From an optimization exercise on the open Yosys and OpenROAD flow, aimed at small area, a short achievable clock period and few clock cycles per item; shortcuts taken in it are not production practice.
Only simulation tests tie the RTL to the original design; equivalence was not proved.
Power figures rest on the tool's default switching activity, not on a simulated workload.

== alpha ==
==> flow/design.v <==
module msw_ring (
    input  logic        i_clk,
    input  logic        i_acc,
    input  logic [15:0] i_data,
    input  logic [7:0]  i_wm2,
    output logic [15:0] o_x,
    output logic [15:0] o_old
);
    logic [15:0]       r_x;
    logic [3*16-1:0]   r_s0;
    logic [12*16-1:0]  r_s1;
    logic [48*16-1:0]  r_s2;
    logic [192*16-1:0] r_s3;
    logic [15:0]       r_out;
    logic [15:0] out0, out1, out2, out3;
    always_comb begin
        case (i_wm2[1:0])
            2'd0:    out0 = r_x;
            2'd1:    out0 = r_s0[0*16 +: 16];
            2'd2:    out0 = r_s0[1*16 +: 16];
            default: out0 = r_s0[2*16 +: 16];
        endcase
        case (i_wm2[3:2])
            2'd0:    out1 = out0;
            2'd1:    out1 = r_s1[3*16 +: 16];
            2'd2:    out1 = r_s1[7*16 +: 16];
            default: out1 = r_s1[11*16 +: 16];
        endcase
        case (i_wm2[5:4])
            2'd0:    out2 = out1;
            2'd1:    out2 = r_s2[15*16 +: 16];
            2'd2:    out2 = r_s2[31*16 +: 16];
            default: out2 = r_s2[47*16 +: 16];
        endcase
        case (i_wm2[7:6])
            2'd0:    out3 = out2;
            2'd1:    out3 = r_s3[63*16 +: 16];
            2'd2:    out3 = r_s3[127*16 +: 16];
            default: out3 = r_s3[191*16 +: 16];
        endcase
    end
    always_ff @(posedge i_clk) begin
        if (i_acc) begin
            r_x <= i_data;
        end else begin
            r_x <= r_out;
        end
        r_s0  <= {r_s0[0 +: 2*16], r_x};
        r_s1  <= {r_s1[0 +: 11*16], out0};
        r_s2  <= {r_s2[0 +: 47*16], out1};
        r_s3  <= {r_s3[0 +: 191*16], out2};
        r_out <= out3;
    end
    assign o_x   = r_x;
    assign o_old = r_out;
endmodule
module max_sum_sliding_window (
    input  logic              i_clk,
    input  logic              i_rst_n,
    input  logic              i_cfg_we,
    input  logic [8:0]        i_cfg_data,
    input  logic              i_in_valid,
    output logic              o_in_ready,
    input  logic [15:0]       i_in_sample,
    input  logic              i_in_last,
    output logic              o_res_valid,
    input  logic              i_res_ready,
    output logic [15:0]       o_res_best_start,
    output logic [23:0]       o_res_best_sum,
    output logic [1:0]        o_res_status
);
    localparam logic [1:0] ST_OK    = 2'd0;
    localparam logic [1:0] ST_SHORT = 2'd1;
    localparam logic [1:0] ST_LONG  = 2'd2;
    logic [7:0]  eff_wm2;
    logic [7:0]  r_ewm2;
    logic        r_ew1;        
    logic [7:0]  r_wm2;
    logic        r_w1;
    logic        r_ready;
    logic        r_mid;        
    logic [7:0]  r_gc;         
    logic        aligned;
    logic        acc;
    logic        take;
    logic [17:0] r_kc;         
    logic [24:0] r_part;       
    logic [15:0] last_sample;  
    logic [15:0] old_sample;
    logic        sub;
    logic        r_mab;        
    logic        r_mc;         
    logic        mid_nx;
    logic        w1_nx;
    logic        kcneg_nx;
    logic [24:0] p_a, p_b, p_c, p_s, p_cy, p_nxt;
    logic [25:0] d_a, d_b, d_c, d_s, d_cy;
    logic        r_s_valid;
    logic        r_s_last;
    logic [23:0] r_best;
    logic [15:0] r_bidx;
    logic        s_set;
    logic        s_upd;
    logic [1:0]  s_status;
    logic [23:0] s_sum;
    logic [25:0] s_diff;
    logic [23:0] n_best;
    logic [15:0] n_idx;
    logic        new_res;
    logic        r_oval;
    logic [23:0] r_osum;
    logic [1:0]  r_status;
    always_comb begin
        if (i_cfg_data <= 9'd1) begin
            eff_wm2 = 8'd0;
        end else if (i_cfg_data >= 9'd256) begin
            eff_wm2 = 8'd254;
        end else begin
            eff_wm2 = 8'(i_cfg_data - 9'd2);
        end
    end
    always_ff @(posedge i_clk) begin
        if (!i_rst_n) begin
            r_ewm2 <= 8'd0;
            r_ew1  <= 1'b1;
        end else if (i_cfg_we) begin
            r_ewm2 <= eff_wm2;
            r_ew1  <= (i_cfg_data <= 9'd1);
        end
    end
    always_ff @(posedge i_clk) begin
        if (!r_mid) begin
            r_wm2 <= r_ewm2;
            r_w1  <= r_ew1;
        end
    end
    assign acc     = i_in_valid && r_ready;
    assign take    = r_oval && i_res_ready;
    assign aligned = (r_gc == r_wm2);
    always_ff @(posedge i_clk) begin
        if (!i_rst_n) begin
            r_ready <= 1'b1;
            r_mid   <= 1'b0;
        end else begin
            r_ready <= (acc || !r_mid || aligned)
                    && !(acc && i_in_last) && !(r_s_valid && r_s_last)
                    && !(r_oval && !i_res_ready);
            if (acc) begin
                r_mid <= !i_in_last;
            end
        end
    end
    always_ff @(posedge i_clk) begin
        if (acc || aligned) begin
            r_gc <= 8'hFF;
        end else begin
            r_gc <= r_gc + 8'd1;
        end
    end
    msw_ring u_ring (
        .i_clk  (i_clk),
        .i_acc  (acc),
        .i_data (i_in_sample),
        .i_wm2  (r_wm2),
        .o_x    (last_sample),
        .o_old  (old_sample)
    );
    assign sub = r_mid && !r_kc[17];
    assign mid_nx   = acc ? !i_in_last : r_mid;
    assign w1_nx    = r_mid ? r_w1 : r_ew1;
    assign kcneg_nx = acc ? (r_mid ? (r_kc[17] && (r_kc != 18'h3FFFF)) : !r_ew1) : r_kc[17];
    always_ff @(posedge i_clk) begin
        if (!i_rst_n) begin
            r_mab <= 1'b0;
            r_mc  <= 1'b0;
        end else begin
            r_mab <= mid_nx && !w1_nx;
            r_mc  <= mid_nx && !w1_nx && !kcneg_nx;
        end
    end
    always_comb begin
        p_a   = r_mab ? r_part : 25'd0;
        p_b   = r_mab ? {{9{last_sample[15]}}, last_sample} : 25'd0;
        p_c   = r_mc ? ~{{9{old_sample[15]}}, old_sample} : 25'h1FFFFFF;
        p_s   = p_a ^ p_b ^ p_c;
        p_cy  = {(p_a[23:0] & p_b[23:0]) | (p_a[23:0] & p_c[23:0]) | (p_b[23:0] & p_c[23:0]), 1'b1};
        p_nxt = p_s + p_cy;
    end
    always_ff @(posedge i_clk) begin
        if (acc) begin
            r_part <= p_nxt;
            if (!r_mid) begin
                r_kc <= r_ew1 ? 18'd0 : {10'h3FF, ~r_ewm2};
            end else if (r_kc[17:16] != 2'b01) begin
                r_kc <= r_kc + 18'd1;
            end
        end
    end
    always_ff @(posedge i_clk) begin
        if (!i_rst_n) begin
            r_s_valid <= 1'b0;
        end else begin
            r_s_valid <= acc;
        end
        r_s_last <= i_in_last;
    end
    always_comb begin
        s_sum  = 24'(r_part + {{9{last_sample[15]}}, last_sample});
        d_a    = {r_part[24], r_part};
        d_b    = {{10{last_sample[15]}}, last_sample};
        d_c    = ~{{2{r_best[23]}}, r_best};
        d_s    = d_a ^ d_b ^ d_c;
        d_cy   = {(d_a[24:0] & d_b[24:0]) | (d_a[24:0] & d_c[24:0]) | (d_b[24:0] & d_c[24:0]), 1'b1};
        s_diff = d_s + d_cy;
        s_set  = (r_kc == 18'd0);
        s_upd  = !r_kc[17] && (s_set || !s_diff[25]);
        n_best = s_upd ? s_sum : r_best;
        n_idx  = s_upd ? r_kc[15:0] : r_bidx;
        if ((r_kc[17:16] == 2'b01)
            || (!r_w1 && (r_kc[17:8] == 10'h0FF) && (r_kc[7:0] >= ~r_wm2))) begin
            s_status = ST_LONG;
        end else if (r_kc[17]) begin
            s_status = ST_SHORT;
        end else begin
            s_status = ST_OK;
        end
        new_res = r_s_valid && r_s_last;
    end
    always_ff @(posedge i_clk) begin
        if (r_s_valid && s_upd) begin
            r_best <= s_sum;
        end
    end
    always_ff @(posedge i_clk) begin
        if (new_res) begin
            r_status <= s_status;
            if (s_status == ST_OK) begin
                r_osum <= n_best;
                r_bidx <= n_idx;
            end else begin
                r_osum <= 24'd0;
                r_bidx <= 16'd0;
            end
        end else if (r_s_valid && s_upd) begin
            r_bidx <= r_kc[15:0];
        end
    end
    always_ff @(posedge i_clk) begin
        if (!i_rst_n) begin
            r_oval <= 1'b0;
        end else begin
            r_oval <= new_res || (r_oval && !i_res_ready);
        end
    end
    assign o_in_ready       = r_ready;
    assign o_res_valid      = r_oval;
    assign o_res_best_start = r_bidx;
    assign o_res_best_sum   = r_osum;
    assign o_res_status     = r_status;
endmodule
==> flow/config.mk <==
export PLATFORM = sky130hd
export DESIGN_NAME = max_sum_sliding_window
export DESIGN_NICKNAME = max_sum_sliding_window
export VERILOG_FILES = /design/flow/design.v
export SDC_FILE = /design/flow/constraint.sdc
export NUM_CORES = 4
export LEC_CHECK = 0
export CAP_MARGIN = 20
export CORE_MARGIN = 2
export CORE_UTILIZATION = 65
export CTS_CLUSTER_DIAMETER = 80
export CTS_CLUSTER_SIZE = 28
export PLACE_DENSITY = 0.75
export SLEW_MARGIN = 20
==> flow/constraint.sdc <==
create_clock -name core_clock -period 10.0 [get_ports {i_clk}]
set_input_delay 2.0000 -clock core_clock [delete_from_list [all_inputs] [get_ports {i_clk}]]
set_output_delay 2.0000 -clock core_clock [all_outputs]
set_load 0.01 [all_outputs]
standard.sh (not shown) runs the stock make flow with config.mk's settings and CLKGATE_MAP_FILE= SYNTH_SCRIPT=/design/flow/synth_recipe.tcl, a recipe that flattens the netlist after the stock synthesis.
==> flow/flow/run.sh <==
#!/bin/bash
# Own layout flow: the standard ORFS flow (standard.sh, standard synthesis unchanged)
# with three changes to how the layout is optimised (constraints and clock period unchanged):
#  - ports are buffered with buf_4 cells instead of the default delay-cell buffer,
#  - timing repair aims at a setup slack margin, so it also speeds up paths that
#    already meet the period,
#  - clock tree synthesis inserts no dummy loads (sink clustering as in config.mk).
# The make output goes to standard_flow.log; ORFS keeps each tool's log under orfs/logs.
set -euo pipefail
export BUFFER_PORTS_ARGS="-buffer_cell sky130_fd_sc_hd__buf_4"
export SETUP_SLACK_MARGIN=6.8
export CTS_ARGS="-sink_clustering_enable -repair_clock_nets -sink_clustering_size 28 -sink_clustering_max_diameter 80 -dont_use_dummy_load"
bash standard.sh > standard_flow.log 2>&1
alpha was carried through to the last stage, and its layout satisfied the timing, design-rule and antenna checks.
Testbench counts of alpha, summed over its fixed seeds: cycles 59,560, items 59,080.
[inputs] beta vs alpha
Settings: changing CORE_UTILIZATION from 65 to 45; changing PLACE_DENSITY from 0.75 to 0.6.
-- flow/flow/run.sh --
<<< alpha, line 3
# with three changes to how the layout is optimised (constraints and clock period unchanged):
>>> beta, line 3
# with two changes to how the layout is optimised (constraints and clock period unchanged):
<<< alpha, line 6
#    already meet the period,
#  - clock tree synthesis inserts no dummy loads (sink clustering as in config.mk).
>>> beta, line 6
#    already meet the period.
<<< alpha, line 12
export CTS_ARGS="-sink_clustering_enable -repair_clock_nets -sink_clustering_size 28 -sink_clustering_max_diameter 80 -dont_use_dummy_load"
>>> beta, line 11
[summary]
Looking at post-route clock period utilization, beta sits 0.21 points higher than alpha does. beta vs. alpha: number of nets in the finished design grew by 29; number of optimization iterations in the first detailed-route pass shrank by 1. [beta] clock network power share rose 0.8 points relative to alpha. Between alpha and beta, the flow reports routed wire length decreasing by a little under 10%. Delta (beta minus alpha): DRC violation total after the first TritonRoute iteration went up, combinational power went up. The higher slew of the pin with the lowest slew margin came out of beta. beta vs alpha — final area climbed by a few percent.
For gamma, these inputs were changed with respect to beta:
Settings: PLACE_DENSITY changed from 0.6 to 0.75; CORE_UTILIZATION changed from 45 to 65.
### Flow results
Going from beta to gamma, overall die area lost 65000 um2, post-route met1 wirelength increased by about 4.6% relative to the old numbers, layout overhead on the synthesized area dropped 1.8 points, final standard cell area without fillers shows a reduction of 1700 um2, met2 capacity usage during global routing now sits higher. Looking at fraction of standard cell area that is sequential, gamma sits above beta. Against beta, gamma reports a global-route usage over all layers that is higher.

-- what the ideal ports hide --
The results above use ideal ports. As a check the final layouts listed here were re-extracted and re-timed, cells and wires unchanged. Step 1: set_driving_cell puts a clkbuf_16 on i_clk and a buf_2 on each other input, an assumption about the parent block. Step 2 times the ports against the registers' clock, not the clock port: input delays grow and output delays shrink by t, the midpoint of the rising clock arrivals with the driver on. Three values: no drivers, after step 1, after step 2; two values: the first two.
| run | t (ns) | setup WS [ns] | worst hold slack (ns) | clock arrival spread, ns | pins driven straight from the clock port |
|---|---|---|---|---|---|
| alpha | 0.840 | 6.442 / 6.442 / 6.402 | 0.235 / 0.235 / 0.235 | 0.122 / 0.122 | 1 |
| beta | 0.903 | 6.420 / 6.366 / 6.318 | 0.309 / 0.309 / 0.309 | 0.048 / 0.048 | 1 |
| gamma | 0.880 | 6.422 / 6.422 / 6.142 | 0.301 / 0.301 / 0.301 | 0.050 / 0.050 | 1 |
After both steps setup and hold are still met in every run listed. The setup slack of gamma, which loses most, moves by 0.000 ns with the drivers and by -0.280 ns with both steps.
